Background: an optimization exercise with open tools, aiming at a short achievable clock period and few clock cycles. Do not read the settings as production practice. Where RTL was checked, it was by simulation tests only, not by an equivalence proof against the original. Power is estimated from default activity; no workload was simulated.

==> flow/design.v <==
package cpu_pkg;
    localparam int XLEN  = 32;
    localparam int REG_W = 5;
    typedef logic [XLEN-1:0]  word_t;
    typedef logic [REG_W-1:0] reg_id_t;
    localparam word_t RESET_PC = '0;
    localparam logic [5:0] OP_RTYPE = 6'b000000;
    localparam logic [5:0] OP_ADDI  = 6'b001000;
    localparam logic [5:0] OP_LW    = 6'b100011;
    localparam logic [5:0] OP_SW    = 6'b101011;
    localparam logic [5:0] OP_BEQ   = 6'b000100;
    localparam logic [5:0] FUNC_ADD = 6'b100000;
    localparam logic [5:0] FUNC_SUB = 6'b100010;
    localparam logic [5:0] FUNC_AND = 6'b100100;
    localparam logic [5:0] FUNC_OR  = 6'b100101;
    localparam logic [5:0] FUNC_SLT = 6'b101010;
    typedef enum logic [2:0] {
        ALU_ADD,
        ALU_SUB,
        ALU_AND,
        ALU_OR,
        ALU_SLT
    } alu_op_t;
    typedef struct packed {
        logic regwrite;
        logic memread;
        logic memwrite;
        logic memtoreg;
        logic branch;
    } ctrl_t;
    typedef struct packed {
        word_t next_pc;
        word_t instr;
    } if_id_t;
    typedef struct packed {
        ctrl_t   ctrl;
        alu_op_t alu_op;
        logic    alusrc;
        logic    regdst;
        word_t   next_pc;
        word_t   rdata_a;
        word_t   rdata_b;
        word_t   imm;
        reg_id_t rs;
        reg_id_t rt;
        reg_id_t rd;
    } id_ex_t;
    typedef struct packed {
        ctrl_t   ctrl;
        word_t   result;
        logic    zero;
        word_t   store_data;
        word_t   target;
        reg_id_t wa;
    } ex_mem_t;
endpackage
`timescale 1ns/1ps
module pipe_cpu (
    input  logic        clk,
    input  logic        rst,
    output logic [31:0] imem_addr,
    input  logic [31:0] imem_rdata,
    output logic [31:0] dmem_addr,
    output logic [31:0] dmem_wdata,
    output logic        dmem_read,
    output logic        dmem_write,
    input  logic [31:0] dmem_rdata,
    output logic [4:0]  reg_wa,
    output logic [31:0] reg_wdata,
    output logic        regwrite
);
    logic rst_q;
    always_ff @(posedge clk)
        rst_q <= rst;
    logic [9:0]  pc;
    logic        fe_wen;
    logic        fe_memread;
    logic        fe_memwrite;
    logic        fe_cbr;
    logic        fe_sel_add;
    logic        fe_sel_sub;
    logic        fe_sel_and;
    logic        fe_sel_or;
    logic        fe_sel_slt;
    logic [31:0] fe_a;
    logic [31:0] fe_b;
    logic [31:0] fe_sd;
    logic [9:0]  fe_target;
    logic [4:0]  fe_wa;
    logic        fe_fs_ld;
    logic        em_wen;
    logic        em_memread;
    logic        em_memwrite;
    logic [31:0] em_result;
    logic [31:0] em_sd;
    logic [4:0]  em_wa;
    logic        mw_wen;
    logic [4:0]  mw_wa;
    logic [31:0] mw_data;
    logic [31:0] regs [32];
    assign imem_addr = {20'd0, pc, 2'b00};
    logic [31:0] w;
    logic [5:0]  op;
    logic [5:0]  funct;
    logic [4:0]  rs;
    logic [4:0]  rt;
    logic [4:0]  rd;
    logic [31:0] imm;
    logic        is_add;
    logic        is_sub;
    logic        is_and;
    logic        is_or;
    logic        is_slt;
    logic        is_alu;
    logic        is_addi;
    logic        is_lw;
    logic        is_sw;
    logic        is_beq;
    logic        is_ubr;
    logic        is_cbr;
    logic        off_nz;
    logic        uses_rs;
    logic        uses_rt;
    logic        alusrc;
    logic [4:0]  dest;
    logic        wen;
    logic [9:0]  f_target;
    logic        stall;
    logic [31:0] a_rf;
    logic [31:0] b_rf;
    assign w     = imem_rdata;
    assign op    = w[31:26];
    assign rs    = w[25:21];
    assign rt    = w[20:16];
    assign rd    = w[15:11];
    assign funct = w[5:0];
    assign imm   = {{16{w[15]}}, w[15:0]};
    assign is_add  = op == 6'h00 && funct == 6'h20;
    assign is_sub  = op == 6'h00 && funct == 6'h22;
    assign is_and  = op == 6'h00 && funct == 6'h24;
    assign is_or   = op == 6'h00 && funct == 6'h25;
    assign is_slt  = op == 6'h00 && funct == 6'h2a;
    assign is_alu  = is_add || is_sub || is_and || is_or || is_slt;
    assign is_addi = op == 6'h08;
    assign is_lw   = op == 6'h23;
    assign is_sw   = op == 6'h2b;
    assign is_beq  = op == 6'h04;
    assign off_nz  = w[9:0] != 10'd0;
    assign is_ubr  = is_beq && rs == rt && off_nz;
    assign is_cbr  = is_beq && rs != rt && off_nz;
    assign alusrc  = is_addi || is_lw || is_sw;
    assign uses_rs = is_alu || is_addi || is_lw || is_sw || is_cbr;
    assign uses_rt = is_alu || is_cbr;
    assign dest = is_alu ? rd : rt;
    assign wen  = (is_alu || is_addi || is_lw) && dest != 5'd0;
    assign f_target = pc + 10'd1 + w[9:0];
    assign stall = fe_memread && fe_wen &&
                   ((uses_rs && fe_wa == rs) || (uses_rt && fe_wa == rt));
    logic [31:0] m_data;
    assign m_data = em_memread ? dmem_rdata : em_result;
    always_comb
    begin
        if (rs == 5'd0)
            a_rf = '0;
        else if (em_wen && em_wa == rs)
            a_rf = m_data;
        else if (mw_wen && mw_wa == rs)
            a_rf = mw_data;
        else
            a_rf = regs[rs];
        if (rt == 5'd0)
            b_rf = '0;
        else if (em_wen && em_wa == rt)
            b_rf = m_data;
        else if (mw_wen && mw_wa == rt)
            b_rf = mw_data;
        else
            b_rf = regs[rt];
    end
    logic [31:0] opa;
    logic [31:0] opb;
    logic [31:0] sum;
    logic [31:0] diff;
    logic        slt;
    logic [31:0] result;
    logic        e_taken;
    logic [31:0] sd;
    assign opa = fe_a;
    assign opb = fe_b;
    logic [31:0] pa_g [6];
    logic [31:0] pa_p [6];
    logic [31:0] ps_g [6];
    logic [31:0] ps_p [6];
    always_comb
    begin
        pa_g[0] = opa & opb;
        pa_p[0] = opa ^ opb;
        ps_g[0] = opa & ~opb;
        ps_p[0] = ~(opa ^ opb);
        ps_g[0][0] = opa[0] | ~opb[0];
        for (int l = 0; l < 5; l++)
        begin
            for (int i = 0; i < 32; i++)
            begin
                if (i >= (1 << l))
                begin
                    pa_g[l+1][i] = pa_g[l][i] | (pa_p[l][i] & pa_g[l][i - (1 << l)]);
                    pa_p[l+1][i] = pa_p[l][i] & pa_p[l][i - (1 << l)];
                    ps_g[l+1][i] = ps_g[l][i] | (ps_p[l][i] & ps_g[l][i - (1 << l)]);
                    ps_p[l+1][i] = ps_p[l][i] & ps_p[l][i - (1 << l)];
                end
                else
                begin
                    pa_g[l+1][i] = pa_g[l][i];
                    pa_p[l+1][i] = pa_p[l][i];
                    ps_g[l+1][i] = ps_g[l][i];
                    ps_p[l+1][i] = ps_p[l][i];
                end
            end
        end
        sum  = pa_p[0] ^ {pa_g[5][30:0], 1'b0};
        diff = ps_p[0] ^ {ps_g[5][30:0], 1'b1};
    end
    assign slt  = (opa[31] != opb[31]) ? opa[31] : diff[31];
    assign result = ({32{fe_sel_add}} & sum) |
                    ({32{fe_sel_sub}} & diff) |
                    ({32{fe_sel_and}} & (opa & opb)) |
                    ({32{fe_sel_or}}  & (opa | opb)) |
                    {31'd0, fe_sel_slt & slt};
    assign e_taken = fe_cbr && opa == opb;
    assign sd = fe_fs_ld ? dmem_rdata : fe_sd;
    always_ff @(posedge clk)
    begin
        if (rst_q)
            pc <= '0;
        else if (e_taken)
            pc <= fe_target;
        else if (stall)
            pc <= pc;
        else if (is_ubr)
            pc <= f_target;
        else
            pc <= pc + 10'd1;
    end
    logic f_go;
    assign f_go = !stall && !e_taken;
    always_ff @(posedge clk)
    begin
        if (rst_q || !f_go)
        begin
            fe_wen      <= 1'b0;
            fe_memread  <= 1'b0;
            fe_memwrite <= 1'b0;
            fe_cbr      <= 1'b0;
        end
        else
        begin
            fe_wen      <= wen;
            fe_memread  <= is_lw;
            fe_memwrite <= is_sw;
            fe_cbr      <= is_cbr;
        end
    end
    always_ff @(posedge clk)
    begin
        fe_sel_add <= alusrc || is_add;
        fe_sel_sub <= is_sub;
        fe_sel_and <= is_and;
        fe_sel_or  <= is_or;
        fe_sel_slt <= is_slt;
        fe_a       <= (fe_wen && fe_wa == rs) ? result : a_rf;
        fe_b       <= alusrc ? imm : (fe_wen && fe_wa == rt) ? result : b_rf;
        fe_sd      <= (fe_wen && fe_wa == rt) ? result : b_rf;
        fe_target  <= f_target;
        fe_wa      <= dest;
        fe_fs_ld   <= fe_wen && fe_memread && fe_wa == rt;
    end
    always_ff @(posedge clk)
    begin
        if (rst || rst_q)
        begin
            em_wen      <= 1'b0;
            em_memread  <= 1'b0;
            em_memwrite <= 1'b0;
        end
        else
        begin
            em_wen      <= fe_wen;
            em_memread  <= fe_memread;
            em_memwrite <= fe_memwrite;
        end
    end
    always_ff @(posedge clk)
    begin
        em_result <= result;
        em_sd     <= sd;
        em_wa     <= fe_wa;
    end
    assign dmem_addr  = em_result;
    assign dmem_wdata = em_sd;
    assign dmem_read  = em_memread;
    assign dmem_write = em_memwrite;
    always_ff @(posedge clk)
    begin
        if (rst || rst_q)
            mw_wen <= 1'b0;
        else
            mw_wen <= em_wen;
    end
    always_ff @(posedge clk)
    begin
        mw_wa   <= em_wa;
        mw_data <= m_data;
    end
    assign reg_wa    = mw_wa;
    assign reg_wdata = mw_data;
    assign regwrite  = mw_wen;
    always_ff @(posedge clk)
    begin
        if (rst_q)
        begin
            for (int i = 0; i < 32; i++)
                regs[i] <= '0;
        end
        else if (mw_wen)
        begin
            regs[mw_wa] <= mw_data;
        end
    end
endmodule
clock: 8.0 ns
lec_check: 0
abc_clock_period_in_ps: 2500
cap_margin: 20
core_margin: 2
core_utilization: 40
setup_slack_margin: 5
slew_margin: 20
run.sh (not shown) runs the stock make flow with config.mk's settings and CLKGATE_MAP_FILE= SYNTH_SCRIPT=/design/flow/synth_recipe.tcl, a recipe that flattens the netlist after the stock synthesis.
The baseline went through all stages and came out clean.
Then changed:
--- a/flow/design.v
+++ b/flow/design.v
@@ -84,12 +84,18 @@
     logic        fe_sel_slt;
     logic [31:0] fe_a;
     logic [31:0] fe_b;
     logic [31:0] fe_sd;
     logic [9:0]  fe_target;
     logic [4:0]  fe_wa;
+    logic        fe_fa_m;
+    logic        fe_fa_w;
+    logic        fe_fb_m;
+    logic        fe_fb_w;
+    logic        fe_fs_m;
+    logic        fe_fs_w;
     logic        fe_fs_ld;
     logic        em_wen;
     logic        em_memread;
     logic        em_memwrite;
     logic [31:0] em_result;
     logic [31:0] em_sd;
@@ -153,28 +159,22 @@
     assign uses_rt = is_alu || is_cbr;
     assign dest = is_alu ? rd : rt;
     assign wen  = (is_alu || is_addi || is_lw) && dest != 5'd0;
     assign f_target = pc + 10'd1 + w[9:0];
     assign stall = fe_memread && fe_wen &&
                    ((uses_rs && fe_wa == rs) || (uses_rt && fe_wa == rt));
-    logic [31:0] m_data;
-    assign m_data = em_memread ? dmem_rdata : em_result;
     always_comb
     begin
         if (rs == 5'd0)
             a_rf = '0;
-        else if (em_wen && em_wa == rs)
-            a_rf = m_data;
         else if (mw_wen && mw_wa == rs)
             a_rf = mw_data;
         else
             a_rf = regs[rs];
         if (rt == 5'd0)
             b_rf = '0;
-        else if (em_wen && em_wa == rt)
-            b_rf = m_data;
         else if (mw_wen && mw_wa == rt)
             b_rf = mw_data;
         else
             b_rf = regs[rt];
     end
     logic [31:0] opa;
@@ -182,14 +182,14 @@
     logic [31:0] sum;
     logic [31:0] diff;
     logic        slt;
     logic [31:0] result;
     logic        e_taken;
     logic [31:0] sd;
-    assign opa = fe_a;
-    assign opb = fe_b;
+    assign opa = fe_fa_m ? em_result : fe_fa_w ? mw_data : fe_a;
+    assign opb = fe_fb_m ? em_result : fe_fb_w ? mw_data : fe_b;
     logic [31:0] pa_g [6];
     logic [31:0] pa_p [6];
     logic [31:0] ps_g [6];
     logic [31:0] ps_p [6];
     always_comb
     begin
@@ -225,13 +225,15 @@
     assign result = ({32{fe_sel_add}} & sum) |
                     ({32{fe_sel_sub}} & diff) |
                     ({32{fe_sel_and}} & (opa & opb)) |
                     ({32{fe_sel_or}}  & (opa | opb)) |
                     {31'd0, fe_sel_slt & slt};
     assign e_taken = fe_cbr && opa == opb;
-    assign sd = fe_fs_ld ? dmem_rdata : fe_sd;
+    assign sd = fe_fs_ld ? dmem_rdata :
+                fe_fs_m  ? em_result  :
+                fe_fs_w  ? mw_data    : fe_sd;
     always_ff @(posedge clk)
     begin
         if (rst_q)
             pc <= '0;
         else if (e_taken)
             pc <= fe_target;
@@ -265,18 +267,24 @@
     begin
         fe_sel_add <= alusrc || is_add;
         fe_sel_sub <= is_sub;
         fe_sel_and <= is_and;
         fe_sel_or  <= is_or;
         fe_sel_slt <= is_slt;
-        fe_a       <= (fe_wen && fe_wa == rs) ? result : a_rf;
-        fe_b       <= alusrc ? imm : (fe_wen && fe_wa == rt) ? result : b_rf;
-        fe_sd      <= (fe_wen && fe_wa == rt) ? result : b_rf;
+        fe_a       <= a_rf;
+        fe_b       <= alusrc ? imm : b_rf;
+        fe_sd      <= b_rf;
         fe_target  <= f_target;
         fe_wa      <= dest;
+        fe_fa_m    <= fe_wen && fe_wa == rs;
+        fe_fa_w    <= em_wen && em_wa == rs;
+        fe_fb_m    <= !alusrc && fe_wen && fe_wa == rt;
+        fe_fb_w    <= !alusrc && em_wen && em_wa == rt;
         fe_fs_ld   <= fe_wen && fe_memread && fe_wa == rt;
+        fe_fs_m    <= fe_wen && !fe_memread && fe_wa == rt;
+        fe_fs_w    <= em_wen && em_wa == rt;
     end
     always_ff @(posedge clk)
     begin
         if (rst || rst_q)
         begin
             em_wen      <= 1'b0;
@@ -307,13 +315,13 @@
         else
             mw_wen <= em_wen;
     end
     always_ff @(posedge clk)
     begin
         mw_wa   <= em_wa;
-        mw_data <= m_data;
+        mw_data <= em_memread ? dmem_rdata : em_result;
     end
     assign reg_wa    = mw_wa;
     assign reg_wdata = mw_data;
     assign regwrite  = mw_wen;
     always_ff @(posedge clk)
     begin
What happened: Synthesized area rose by 1.4%. Register-to-register slack is worse by 0.33 ns. Die area climbs by 1.3%. Power went down by 4.1%. Hold slack got worse by 0.0050 ns. Core utilization decreases by 1.3 points. Cell area came out lower by 1.2%. Global-route usage falls by 1.0 points.
No run of this note included a check of the RTL's function; only the layout flow was run.

pipe_cpu, a different RTL version from the one above (not shown whole).
Size in the first run: ~5300 cells after synthesis, roughly 200 I/O pins, roughly 71000 µm² of cells after synthesis.
Settings: LEC_CHECK=0, ABC_CLOCK_PERIOD_IN_PS=2500, CAP_MARGIN=20, CORE_MARGIN=2, CORE_UTILIZATION=40, SETUP_SLACK_MARGIN=5, SLEW_MARGIN=20; clock period 8.0 ns.
The baseline passed the timing, DRC and antenna checks.
Testbench counts at the start, summed over its fixed seeds: cycles 47,690.
Edit:
--- a/flow/design.v
+++ b/flow/design.v
@@ -84,29 +84,29 @@
     logic        fe_sel_and;
     logic        fe_sel_or;
     logic        fe_sel_slt;
     logic [31:0] fe_a;
     logic [31:0] fe_b;
     logic [31:0] fe_sd;
     logic [9:0]  fe_target;
     logic [4:0]  fe_wa;
     logic        fe_fs_ld;
     logic        fe_fs_m;
     logic        em_wen;
     logic        em_memread;
+    logic        em_memwrite;
     logic [31:0] em_result;
     logic [31:0] dm_addr;
     logic        dm_read;
-    logic [31:0] dm_wdata;
-    logic        dm_write;
+    logic [31:0] em_sd;
     logic [4:0]  em_wa;
     logic        mw_wen;
     logic [4:0]  mw_wa;
     logic [31:0] mw_data;
     logic [31:0] regs [32];
     assign imem_addr = {20'd0, pc, 2'b00};
     logic [31:0] w;
     logic [5:0]  op;
     logic [5:0]  funct;
     logic [4:0]  rs;
     logic [4:0]  rt;
     logic [4:0]  rd;
@@ -162,27 +162,25 @@
     logic       is_zbr;
     logic       zbr_taken;
     assign is_zbr    = is_beq && off_nz && fe_add &&
                        ((rt == 5'd0 && fe_wa == rs) || (rs == 5'd0 && fe_wa == rt));
     assign zbr_taken = is_zbr && e_sum_zero;
     assign alusrc  = is_addi || is_lw || is_sw;
     assign uses_rs = is_alu || is_addi || is_lw || is_sw || (is_cbr && !is_zbr);
     assign uses_rt = is_alu || (is_cbr && !is_zbr);
     assign dest = is_alu ? rd : rt;
     assign wen  = (is_alu || is_addi || is_lw) && dest != 5'd0;
     assign f_target = pc + 10'd1 + w[9:0];
     logic is_early;
-    logic is_early_sw;
-    assign is_early    = is_lw && rs == 5'd0 && !fe_memread && !fe_memwrite;
-    assign is_early_sw = is_sw && rs == 5'd0 && !fe_memread && !fe_memwrite && !(fe_wen && fe_wa == rt);
+    assign is_early = is_lw && rs == 5'd0 && !fe_memread && !fe_memwrite;
     assign stall = fe_ld && !is_ubr && (fe_wa == rs || (fe_wa == rt && !op[5] && !op[3]));
     logic [31:0] m_data;
     logic        a_hit_e;
     logic        a_hit_m;
     logic        a_hit_w;
     logic        b_hit_e;
     logic        b_hit_m;
     logic        b_hit_w;
     assign m_data = em_memread ? dmem_rdata : em_result;
     assign a_hit_e = fe_wen && fe_wa == rs;
     assign a_hit_m = em_wen && em_wa == rs;
     assign a_hit_w = mw_wen && mw_wa == rs;
@@ -295,25 +293,25 @@
             fe_ld       <= 1'b0;
             fe_early    <= 1'b0;
             fe_memwrite <= 1'b0;
             fe_cbr      <= 1'b0;
             fe_add      <= 1'b0;
         end
         else
         begin
             fe_wen      <= wen;
             fe_memread  <= is_lw && !is_early;
             fe_ld       <= is_lw && !is_early && wen;
             fe_early    <= is_early;
-            fe_memwrite <= is_sw && !is_early_sw;
+            fe_memwrite <= is_sw;
             fe_cbr      <= is_cbr && !is_zbr;
             fe_add      <= wen && (is_add || is_addi);
         end
     end
     always_ff @(posedge clk)
     begin
         fe_sel_add <= alusrc || is_add;
         fe_sel_sub <= is_sub;
         fe_sel_and <= is_and;
         fe_sel_or  <= is_or;
         fe_sel_slt <= is_slt;
         fe_a       <= a_early  | ({32{a_sel_e}}  & e_val);
@@ -321,58 +319,52 @@
         fe_sd      <= sd_early;
         fe_target  <= f_target;
         fe_wa      <= dest;
         fe_fs_ld   <= fe_wen && fe_memread && fe_wa == rt;
         fe_fs_m    <= fe_wen && !fe_memread && fe_wa == rt;
     end
     always_ff @(posedge clk)
     begin
         if (rst || rst_q)
         begin
             em_wen      <= 1'b0;
             em_memread  <= 1'b0;
+            em_memwrite <= 1'b0;
         end
         else
         begin
             em_wen      <= fe_wen;
             em_memread  <= fe_memread;
+            em_memwrite <= fe_memwrite;
         end
     end
     always_ff @(posedge clk)
     begin
         em_result <= e_val;
+        em_sd     <= sd;
         em_wa     <= fe_wa;
     end
     always_ff @(posedge clk)
     begin
         if (rst || rst_q)
-        begin
-            dm_read  <= 1'b0;
-            dm_write <= 1'b0;
-        end
+            dm_read <= 1'b0;
         else
-        begin
-            dm_read  <= (f_go && is_early) || fe_memread;
-            dm_write <= (f_go && is_early_sw) || fe_memwrite;
-        end
+            dm_read <= (f_go && is_early) || fe_memread;
     end
     always_ff @(posedge clk)
-    begin
-        dm_addr  <= (is_early || is_early_sw) ? imm : sum;
-        dm_wdata <= is_early_sw ? sd_early : sd;
-    end
+        dm_addr <= (f_go && is_early) ? imm : sum;
     assign dmem_addr  = dm_addr;
-    assign dmem_wdata = dm_wdata;
+    assign dmem_wdata = em_sd;
     assign dmem_read  = dm_read;
-    assign dmem_write = dm_write;
+    assign dmem_write = em_memwrite;
     always_ff @(posedge clk)
     begin
         if (rst || rst_q)
             mw_wen <= 1'b0;
         else
             mw_wen <= em_wen;
     end
     always_ff @(posedge clk)
     begin
         mw_wa   <= em_wa;
         mw_data <= m_data;
     end
=> Cell count goes down slightly. Register-to-register slack gets better by 70 ps. Wire length climbs by a few percent. Count of clock-buffer cells in the layout rose by 16. First-iteration DRC count went down slightly. Hold slack loses 3.3 ps. Core utilization goes up by 0.27 points.
Testbench counts after the change, summed over its fixed seeds: cycles 48,127.

==> afterwards: timing with drivers on the ports <==
The flow's constraints put no driver on any port. The routed layouts listed below were extracted and timed again, unchanged, in two steps.
Step 1, drivers: a clkbuf_16 drives clk and a buf_2 each remaining input, both assumed.
Step 2 adds t to the input delays and takes it off the output delays; t is the mean of the earliest and latest rising clock arrival at the registers after step 1. Input paths then give back, and output paths get back, about the clock's delay inside the block.
Slacks: ideal ports / drivers / drivers and shift; pairs: ideal ports / drivers.
run | t, ns | setup slack, ns | worst setup path after step 2
the first run of note 1 | 0.895 | 4.638 / 4.403 / 3.508 | input to register
the second run of note 1 | 0.881 | 4.420 / 4.420 / 3.673 | input to register
the first run of note 2 | 0.885 | 4.586 / 4.327 / 3.442 | input to register
the second run of note 2 | 0.883 | 4.755 / 4.474 / 3.591 | input to register
After both steps setup and hold are still met in every run listed. For the second run of note 2, which loses most, drivers alone change the setup slack by -0.281 ns; drivers and shift together by -1.164 ns.
